From an optimization exercise on the open Yosys and OpenROAD flow, aimed at small area, a short achievable clock period and few clock cycles per item; shortcuts taken in it are not production practice.
In this exercise RTL edits were held to simulation tests only and were not proved equivalent to the original.
Power is estimated from default activity; no workload was simulated.

==> flow/design.v (outline; a module is shown in full before it is edited, if it fits) <==
// module hlsm_dp_param: 1048 lines
// module hdp_fa: 4 lines
// module hdp_ha: 4 lines
// module hdp_gp: 4 lines
// module hdp_g: 3 lines
// module hdp_bs: 3 lines
module hlsm_dp_param (
  input  logic        Clk,
  input  logic        Rst,
  input  logic        Start,
  input  logic [31:0] a,
  input  logic [31:0] b,
  input  logic [31:0] c,
  output logic        Busy,
  output logic        Done,
  output logic [31:0] z,
  output logic [31:0] x,
  output logic        Ovf
);
  // ...
==> flow/run.sh <==
#!/bin/bash
# synth_recipe.tcl (not shown) runs the flow's synth.tcl, then flattens the netlist and writes it again
# the make line also repeats each setting of config.mk as NAME=value (left out here)
make -C /OpenROAD-flow-scripts/flow DESIGN_CONFIG=/design/flow/config.mk WORK_HOME=/design/flow/orfs CLKGATE_MAP_FILE= SYNTH_SCRIPT=/design/flow/synth_recipe.tcl finish
==> flow/config.mk <==
export PLATFORM = sky130hd
export DESIGN_NAME = hlsm_dp_param
export DESIGN_NICKNAME = hlsm_dp_param
export VERILOG_FILES = /design/flow/design.v
export SDC_FILE = /design/flow/constraint.sdc
export NUM_CORES = 4
export LEC_CHECK = 0
export CAP_MARGIN = 20
export CORE_MARGIN = 2
export CORE_UTILIZATION = 40
export SETUP_SLACK_MARGIN = 5
export SLEW_MARGIN = 20
export SYNTH_HIERARCHICAL = 1
export SYNTH_MINIMUM_KEEP_SIZE = 0
==> flow/constraint.sdc <==
create_clock -name core_clock -period 12.5 [get_ports {Clk}]
set_input_delay 2.5000 -clock core_clock [delete_from_list [all_inputs] [get_ports {Clk}]]
set_output_delay 2.5000 -clock core_clock [all_outputs]
set_load 0.01 [all_outputs]
==> impl_metrics.py, run 1 <==
metrics = {
    "place": {
        "port_buffers": 165,
        "placed_area_um2": 27700,
        "gp_congestion": 0.9200,
        "dp.cells": 3121,
    },
    "setup_path": {
        "reg2reg_to": "p32r",
        "critPathKind": "register to register",
        "worstSetupEndpoint": "p32r",
        "crit_cells": 16,
    },
    "clock_network": {
        "clkSinkCount": 213,
        "hold_buffers": 0,
        "clk_latency_ps": 600,
        "cts_tree": "done",
    },
    "timing": {
        "finalMaxSlewViolations": 0,
        "whs_ps": 482.8,
        "max-slew-margin-rel": 0.2587,
        "min_period_over_period": 0.5191,
        "worst_pin_slew_ps": 1110,
    },
    "final_layout": {
        "largestClassByArea": "multi-input combinational cells",
        "multi_input_cells": 1835,
        "nNonClkBuffers": 212,
        "fill_cells": 5636,
        "inv_count": 71,
        "multi_input_area_share": 0.6693,
        "mostFrequentLayoutCells": "xnor2_1 (322), a21o_1 (303), a22oi_2 (289)",
    },
    "synth": {
        "synth_mux_area_frac": 0.0008624,
        "yosys_register_bits": 213,
        "synth_simple_gate_area_frac": 0.06909,
        "ys_top_cells_by_count": "xnor2_1 (322), a21o_1 (303), a22oi_2 (289)",
        "synth_cell_types": 43,
    },
    "routing": {
        "top_layer": "met5",
        "dr.first_iter.drc_count": 1279,
    },
    "power": {
        "p_per_area_nw_per_um2": 360.0,
        "powerSeq_mw": 1.48,
        "leakage_nw": 12.11,
        "powerComb_mw": 8.01,
    },
    "status": {
        "status": "no timing/DRC/antenna violations",
    },
    "hold_path": {
        "hold_path.class": "register to register",
    },
    "floorplanning": {
        "ios": 166,
        "die_x_um": 252.3,
    },
}
Testbench counts, summed over its fixed seeds: cycles 4,800, items 2,400.
==> run 2: changes to the inputs <==
==> flow/flow/run.sh (new file) <==
#!/bin/bash
set -euo pipefail
bash standard.sh SETUP_SLACK_MARGIN=${MARGIN:-7.5} \
  "BUFFER_PORTS_ARGS=-buffer_cell sky130_fd_sc_hd__buf_2" finish > flow_make.log 2>&1
==> flow/standard.sh (new file) <==
#!/bin/bash
# synth_recipe.tcl (not shown) runs the flow's synth.tcl, then flattens the netlist and writes it again
# the make line also repeats each setting of config.mk as NAME=value (left out here)
make -C /OpenROAD-flow-scripts/flow DESIGN_CONFIG=/design/flow/config.mk WORK_HOME=/design/flow/orfs CLKGATE_MAP_FILE= SYNTH_SCRIPT=/design/flow/synth_recipe.tcl "${@:-finish}"
--- a/flow/config.mk
+++ b/flow/config.mk
@@ -10,3 +10,2 @@
 export CORE_UTILIZATION = 40
-export SETUP_SLACK_MARGIN = 5
 export SLEW_MARGIN = 20
removed: flow/run.sh
==> run 2 against run 1 <==
Compared with the run above:
- still clean on timing, DRC and antenna
- register-to-register slack better by 920 ps
- cell area up 5.6%
- first-iteration DRC count up 18%
- count of clock-buffer cells in the layout up 6
- maximum frequency up 16%
==> impl_metrics.py, run 2 <==
metrics = {
    "timing": {
        "hold_viol": 0,
        "rsz0062_at_grt": "yes",
        "max-slew-margin-rel": 0.4203,
        "min_period_over_period": 0.4458,
        "worst_pin_slew_ps": 868.3,
        "clock_skew_ps": 12.59,
        "period_needed_ps": 5573,
        "fin_ws_ps": 6927,
        "max_freq_mhz": 179.4,
        "setup_violations": 0,
        "fin_setup_tns_ps": 0,
        "finalMaxSlewViolations": 0,
    },
    "global_route": {
        "track_usage": 0.2612,
        "antenna_found_initial": 1,
        "grt_max_degree": 52,
        "overflow": 0,
        "grt_pass1_wl_um": 125200,
        "grt_pass1_vias": 20130,
    },
    "final_layout": {
        "drive_gt1_frac": 0.3292,
        "mostFrequentLayoutCells": "xnor2_1 (305), a21o_1 (291), a22oi_2 (289)",
        "final_common_cell": "xnor2_1",
        "post-route-util": 0.4925,
        "fin_area_um2": 30220,
        "area_delta_synth_final_pct": 22.54,
        "final_nets": 3007,
    },
    "clock_network": {
        "clkSinkCount": 213,
        "clock_path_buffers": 3,
        "cts_max_level": 1,
        "cts_tree": "done",
        "cts_made_buffers": 26,
        "cts.clk_slew.worst_paths_ps": 60,
        "clk_latency_ps": 590,
        "cts-root-buf": "clkbuf_16",
    },
    "place": {
        "placed_area_um2": 26870,
        "gp_congestion": 0.8892,
        "post-dp-hpwl_um": 57790,
        "pre_cts_slack_ps": 6315,
        "port_buffers": 165,
    },
    "power": {
        "p_per_area_nw_per_um2": 363.2,
        "leakage_nw": 12.92,
        "vdd_ir_drop_max_mv": 0.5780,
    },
    "setup_path": {
        "required_ps": 12840,
        "cp_max_fo": 10,
        "critPathCaptureType": "register",
        "start_kind": "register",
        "critPathKind": "register to register",
        "arrival_ps": 5910,
    },
    "synth": {
        "yosysSeqAreaShare": 0.2135,
        "yosysMostFrequentCell": "xnor2_1",
        "ys_top_cells_by_count": "xnor2_1 (322), a21o_1 (303), a22oi_2 (289)",
        "synth_compound_area_frac": 0.2551,
        "synth_top_family_by_area": "adder cells",
        "synth_fa_ha_area_frac": 0.3059,
        "yosys_register_bits": 213,
        "postSynthAreaPerCell_um2": 11.67,
        "synth_largest_area_cell": "fa_1",
        "synth_top_area_share": 0.2086,
        "synth_mux_area_frac": 0.0008624,
        "synthXorXnorAreaFrac": 0.1417,
        "synth_cell_types": 43,
        "synth_edf_count": 99,
        "synthCells": 2114,
        "synth_area_leaders": "fa_1 (21%), a22oi_2 (15%), edfxtp_1 (12%)",
        "synth_ff_type": "dfxtp_1",
        "synth_simple_gate_area_frac": 0.06909,
        "netlist_area_um2": 24660,
        "async_reset_ff_frac": 0.009390,
        "synth_warnings": 8,
    },
    "routing": {
        "ant_nets": 0,
        "avgRoutedWirePerCell_um": 25.51,
        "drc": 0,
        "drt_wl_total_um": 83430,
        "num_vias": 18860,
        "drtPass1Iterations": 8,
        "drt-vias-per-instance": 5.767,
        "dr.first_iter.drc_count": 1508,
    },
    "floorplanning": {
        "rows": 91,
        "initial_utilization": 0.4019,
        "fp.dieH_um": 252.3,
        "die_area_um2": 63670,
        "core_area_um2": 61370,
        "die_x_um": 252.3,
        "ios": 166,
    },
    "hold_path": {
        "hold_path.class": "register to register",
    },
    "flow_run": {
        "max_cap_viol_count": 0,
    },
    "status": {
        "status": "no timing/DRC/antenna violations",
    },
}
run 2: power breakdown:
group	internal (mW)	switching [mW]	total (mW)
Combinational	4.37	4.32	8.70
Clock	0.461	0.330	0.792
Sequential	1.36	0.130	1.49
run 2: cell type report:
| class | count | area (µm²) |
|---|---|---|
| diodes | 1 | 2.502 |
| flip-flops and latches | 213 | 5466 |
| well taps | 790 | 988.4 |
| clock buffers | 39 | 824.5 |
| inverters | 71 | 266.5 |
| clock inverters | 8 | 83.83 |
| multi-input cells | 1835 | 20110 |
| fillers | 5374 | 31150 |
| repair buffers | 313 | 2485 |
run 2: logic make-up (layout without fill, tap and decap cells):
| kind of cell | count (synthesis) | after routing |
|---|---|---|
| AO/OA/AOI/OAI | 663 | 663 |
| AND/OR/NAND/NOR | 299 | 299 |
| adder cells (fa/ha/maj) | 449 | 449 |
| multiplexers | 2 | 2 |
| other | 1 | 24 |
| buffers and inverters | 88 | 431 |
| flip-flops | 213 | 213 |
| XOR/XNOR | 399 | 399 |
run 2: routing by layer:
layer	share of wire	wire, µm	track usage
met1	0.42	35100	0.3374
met4	0.047	3954	0.1111
met2	0.47	39600	0.4374
met5	0	0	0
met3	0.057	4775	0.03759
run 2: final timing paths:
kind                            startpoint   end  slack, ps  cells past startpoint
worst max-delay path                ar[23]  p32r       6930                     16
worst min-delay path                  Done  Done        470                      1
worst max register to register      ar[23]  p32r       6930                     16
worst min register to register        Done  Done        470                      1
max in group asynchronous              Rst  Busy      10620                      2
min in group asynchronous              Rst  Done       1760                      2
run 2: timing repair:
item | 4_1_cts | 5_1_grt
endpoints found under the setup margin | 52 | 30
buffers inserted | 127 | 6
gates resized for setup | 138 | 44
gates cloned | 2 | 0
pin swaps | 36 | 35
hold buffers | 0 | 0
endpoints found under the hold margin | 0 | 0
run 2: per-stage QoR:
stage	cells	power, mW	hold slack, ps
after global placement	3086	9.146	457.4
after CTS	3263	11.00	477.8
after floorplan	2136	7.192	521.0
after detailed placement	3087	9.399	464.5
after global routing	3270	12.24	511.2
final	3270	10.98	473.7
run 2: Yosys stat by module, one instance, submodules excluded:
module,flip-flops and latches,times used
hdp_gp,0,199
hdp_fa,0,257
hdp_ha,0,190
hlsm_dp_param,213,1
hdp_bs,0,289
hdp_g,0,103
run 2: worst max-delay path: stages, from the launching register on:
cell	delay (ps)
dfxtp_4	400
a22oi_2	270
xnor2_2	160
fa_1	480
fa_1	570
fa_1	440
fa_1	510
fa_1	550
fa_1	450
ha_1	310
a21o_1	180
a21o_1	190
a21o_1	170
a21o_1	160
a21o_4	220
xnor2_2	140
xnor2_1	120
==> run 3: changes to the inputs <==
==> flow/flow/run.sh (replaced) <==
#!/bin/bash
# Own layout flow: the standard flow (standard.sh) in three parts.
#  1. standard synthesis, unchanged;
#  2. flow/downsize.tcl: every combinational cell that synthesis mapped to a
#     drive strength above 1 is set to strength 1 (same function and pins); the
#     resizer later upsizes what timing needs;
#  3. the rest of the standard flow, with a tighter internal repair target for
#     setup (SETUP_SLACK_MARGIN; the SDC is unchanged) and buf_2 port buffers.
# Each tool's output goes to a log file of its own here (and ORFS's per-step
# logs under orfs/logs).
set -euo pipefail
MARGIN=${MARGIN:-7.5}
bash standard.sh synth > make_synth.log 2>&1
openroad -no_init -exit flow/downsize.tcl > downsize.log 2>&1
bash standard.sh SETUP_SLACK_MARGIN=$MARGIN \
  "BUFFER_PORTS_ARGS=-buffer_cell sky130_fd_sc_hd__buf_2" finish > make_finish.log 2>&1
==> flow/flow/downsize.tcl (new file) <==
# Set combinational cells of drive strength > 1 to strength 1 in 1_synth.odb.
set odb_file orfs/results/sky130hd/hlsm_dp_param/base/1_synth.odb
read_db $odb_file
set db [ord::get_db]
set n 0
foreach inst [[ord::get_db_block] getInsts] {
  set m [$inst getMaster]
  set name [$m getName]
  if {[regexp {^(sky130_fd_sc_hd__)(\w+)_([0-9]+)$} $name -> pre base size]} {
    if {$size <= 1} continue
    if {[regexp {^(df|edf|sdf|dl|clk|buf|inv|conb|tap|fill|decap)} $base]} continue
    set small [$db findMaster ${pre}${base}_1]
    if {$small eq "NULL" || $small eq ""} continue
    # same pin names required
    set p1 [lsort [lmap t [$m getMTerms] {$t getName}]]
    set p2 [lsort [lmap t [$small getMTerms] {$t getName}]]
    if {$p1 ne $p2} continue
    $inst swapMaster $small
    incr n
  }
}
puts "downsized $n cells"
write_db $odb_file
==> run 3 against run 2 <==
Compared with the run above:
- combinational power increased by 2%
- cell count shrank 0.61%
- still clean
- synthesized cell count did not move
- sequential power about the same
- largest cell class unchanged
- largest power group unchanged
- maximum frequency shrank 0.86%
- wire length is 3.2% lower
- power is 1.3% higher
- clock skew down 2.1 ps
- sequential cell count is the same
- area after synthesis decreased by 6.0%
==> impl_metrics.py, run 3 <==
metrics = {
    "status": {
        "status": "no timing/DRC/antenna violations",
    },
    "floorplanning": {
        "ios": 166,
        "core_area_um2": 57480,
        "fp.dieH_um": 244.8,
        "initial_utilization": 0.4035,
        "die_x_um": 244.8,
        "die_area_um2": 59930,
        "rows": 88,
    },
    "clock_network": {
        "cts_made_buffers": 26,
        "cts_max_level": 1,
        "cts.clk_slew.worst_paths_ps": 60,
        "clk_latency_ps": 590,
        "cts-root-buf": "clkbuf_16",
        "clock_path_buffers": 3,
        "cts_tree": "done",
        "clkSinkCount": 213,
        "hold_buffers": 0,
    },
    "power": {
        "vdd_ir_drop_max_mv": 0.8426,
        "leakage_nw": 12.72,
        "cellInternalPower_mw": 6.309,
        "p_per_area_nw_per_um2": 389.8,
        "seqPwrFrac": 0.132,
        "power.share.combinational": 0.799,
        "p_clk_frac": 0.069,
        "p_sw_mw": 4.812,
        "switching_share": 0.4327,
    },
    "setup_path": {
        "arrival_ps": 5950,
        "cp.buffers_inverters": 1,
        "required_ps": 12830,
        "crit_path_frequent_cell": "fa_1",
        "timing.rr.start": "bt[6]",
        "critPathCaptureType": "register",
        "cp_max_fo": 4,
        "cpLargestDelayFamily": "adder cells",
        "start_kind": "register",
        "max_stage_delay_ps": 630,
        "crit_path_top_delay_cell": "fa_1",
        "critPathKind": "register to register",
        "crit_start": "bt[6]",
        "path_cells": "buf_4 -> a22oi_2 -> xnor2_2 -> fa_2 -> fa_1 -> fa_1 -> fa_1 -> fa_1 -> fa_1 -> ha_4 -> and2_4 -> a21o_1 -> a21o_1 -> a21o_1 -> a21o_4 -> xnor2_2 -> xnor2_1",
    },
    "timing": {
        "rsz0062_at_grt": "yes",
        "worst_pin_slew_ps": 819.4,
        "max-slew-margin-rel": 0.4530,
        "fin_ws_ps": 6879,
        "min_period_over_period": 0.4497,
        "clock_skew_ps": 10.45,
        "hold_viol": 0,
        "finalMaxSlewViolations": 0,
        "fin_setup_tns_ps": 0,
        "setup_violations": 0,
        "period_needed_ps": 5621,
        "max_freq_mhz": 177.9,
    },
    "synth": {
        "netlist_area_um2": 23190,
        "postSynthAreaPerCell_um2": 10.97,
        "synthCells": 2114,
        "synth_warnings": 8,
    },
    "routing": {
        "drtPass1Iterations": 6,
        "drt_wl_total_um": 80720,
        "dr.first_iter.drc_count": 1685,
        "avgRoutedWirePerCell_um": 24.84,
        "drt-vias-per-instance": 5.817,
        "ant_nets": 0,
        "num_vias": 18910,
        "drc": 0,
    },
    "hold_path": {
        "hold_path.class": "register to register",
        "min_from": "Done",
    },
    "place": {
        "gp_congestion": 0.8976,
        "port_buffers": 165,
        "pre_cts_slack_ps": 6313,
        "placed_area_um2": 25420,
        "post-dp-hpwl_um": 55280,
    },
    "final_layout": {
        "final-seq-area_um2": 5448,
        "mostFrequentLayoutCells": "xnor2_1 (312), a21o_1 (290), a22oi_1 (277)",
        "final_common_cell": "xnor2_1",
        "final_nets": 3009,
        "fill_cells": 5155,
        "fin_area_um2": 28530,
        "multi_input_area_um2": 18630,
        "area_delta_synth_final_pct": 23.01,
        "drive_gt1_frac": 0.2128,
    },
    "global_route": {
        "antenna_found_initial": 3,
        "track_usage": 0.2663,
        "overflow": 0,
        "grt_max_degree": 56,
        "grt_pass1_wl_um": 120600,
        "grt_pass1_vias": 19830,
    },
    "flow_run": {
        "max_cap_viol_count": 0,
    },
}
[run 3: cell count changes in the layout (fill, tap and decap cells not counted), moves of 5 or more]
cell	change
a22oi_1	+272
a22oi_2	-272
dfxtp_1	+11
buf_2	+9
dfxtp_2	-9
buf_8	-7
clkinv_2	+7
xnor2_1	+7
xnor2_2	-7
buf_16	-5
[run 3: path summary, 6_finish.rpt]
kind,end,slack [ps],cells past startpoint
max,p32r,6880,17
min,Done,470,1
max reg2reg,p32r,6880,17
min reg2reg,Done,470,1
max in group asynchronous,Busy,10620,2
min in group asynchronous,Done,1760,2
[run 3: power groups by stage]
stage / Sequential [mW] / Clock [mW] / Combinational [mW]
finish: 1.47 / 0.763 / 8.89
detailed placement: 1.54 / 0 / 7.73
global placement: 1.54 / 0 / 7.49
CTS: 1.47 / 0.775 / 8.59
global route: 1.49 / 0.806 / 10.1
floorplan: 1.49 / 0 / 5.62
[run 3: stage by stage]
step | total power, mW | std cells | hold WS, ps | utilization
2_1_floorplan | 7.111 | 2136 | 521.0 | -
3_3_place_gp | 9.025 | 3065 | 459.7 | 0.4423
3_5_place_dp | 9.271 | 3065 | 467.4 | 0.4423
4_1_cts | 10.84 | 3232 | 480.8 | 0.4839
5_1_grt | 12.42 | 3248 | 508.9 | 0.4963
6_report | 11.12 | 3250 | 474.5 | 0.4964
[run 3: repair_timing]
action,4_1_cts,5_1_grt
cloned,2,0
gates resized for setup,80,84
endpoints found under the setup margin,54,59
pin swaps,40,58
hold endpoints to repair,0,0
setup buffers,118,14
[run 3: area by class of cell]
| type | instances | share of cell area |
|---|---|---|
| sequential | 213 | 0.1909 |
| clock buffer | 34 | 0.02640 |
| antenna | 4 | 0.0003508 |
| clock inverter | 13 | 0.003552 |
| multi-input combinational | 1835 | 0.6531 |
| inverter | 71 | 0.009341 |
| timing repair buffer | 315 | 0.08276 |
| tap | 765 | 0.03355 |
[run 3: worst reg2reg max path: cells and delay by family, from the launching register on]
kind | cells | cell delay [ps]
AOI/OAI and AO/OA | 5 | 910
adders and majority gates | 7 | 3410
xor gates and xnor gates | 3 | 380
buffers and inverters | 1 | 140
and+or+nand+nor | 1 | 160
DFF | 1 | 360
[run 3: per-layer routing]
layer | part of all wire | routed length, µm | track usage | up-vias
met3 | 0.080 | 6476 | 0.04756 | 232
met1 | 0.40 | 32530 | 0.3405 | 9513
met5 | 0.00014 | 11 | 0 | -
met4 | 0.050 | 4042 | 0.1270 | 2
li1 | - | - | - | 8298
met2 | 0.47 | 37660 | 0.4363 | 860

-- static timing again, ports no longer ideal --
No port has a modelled driver above. Below, the same layouts with a new extraction and two added sets of constraints. Step 1 assumes that a clkbuf_16 drives the clock port and a buf_2 every other input. Step 2 also shifts input and output timing later by t, the mid clock arrival at the registers, as if the neighbouring blocks saw the same clock. Slacks: ideal ports / drivers / drivers and shift; pairs: ideal ports / drivers.
| run | t, ns | setup slack, ns | worst setup path after step 2 | pins driven straight from the clock port |
|---|---|---|---|---|
| run 1 | 0.643 | 6.012 / 6.012 / 5.518 | input to register | 1 |
| run 2 | 0.644 | 6.927 / 6.927 / 6.864 | input to register | 1 |
| run 3 | 0.644 | 6.879 / 6.879 / 6.861 | input to register | 1 |
After both steps every run listed still meets setup and hold. The setup slack of run 1, which loses most, moves by 0.000 ns with the drivers and by -0.494 ns with both steps.
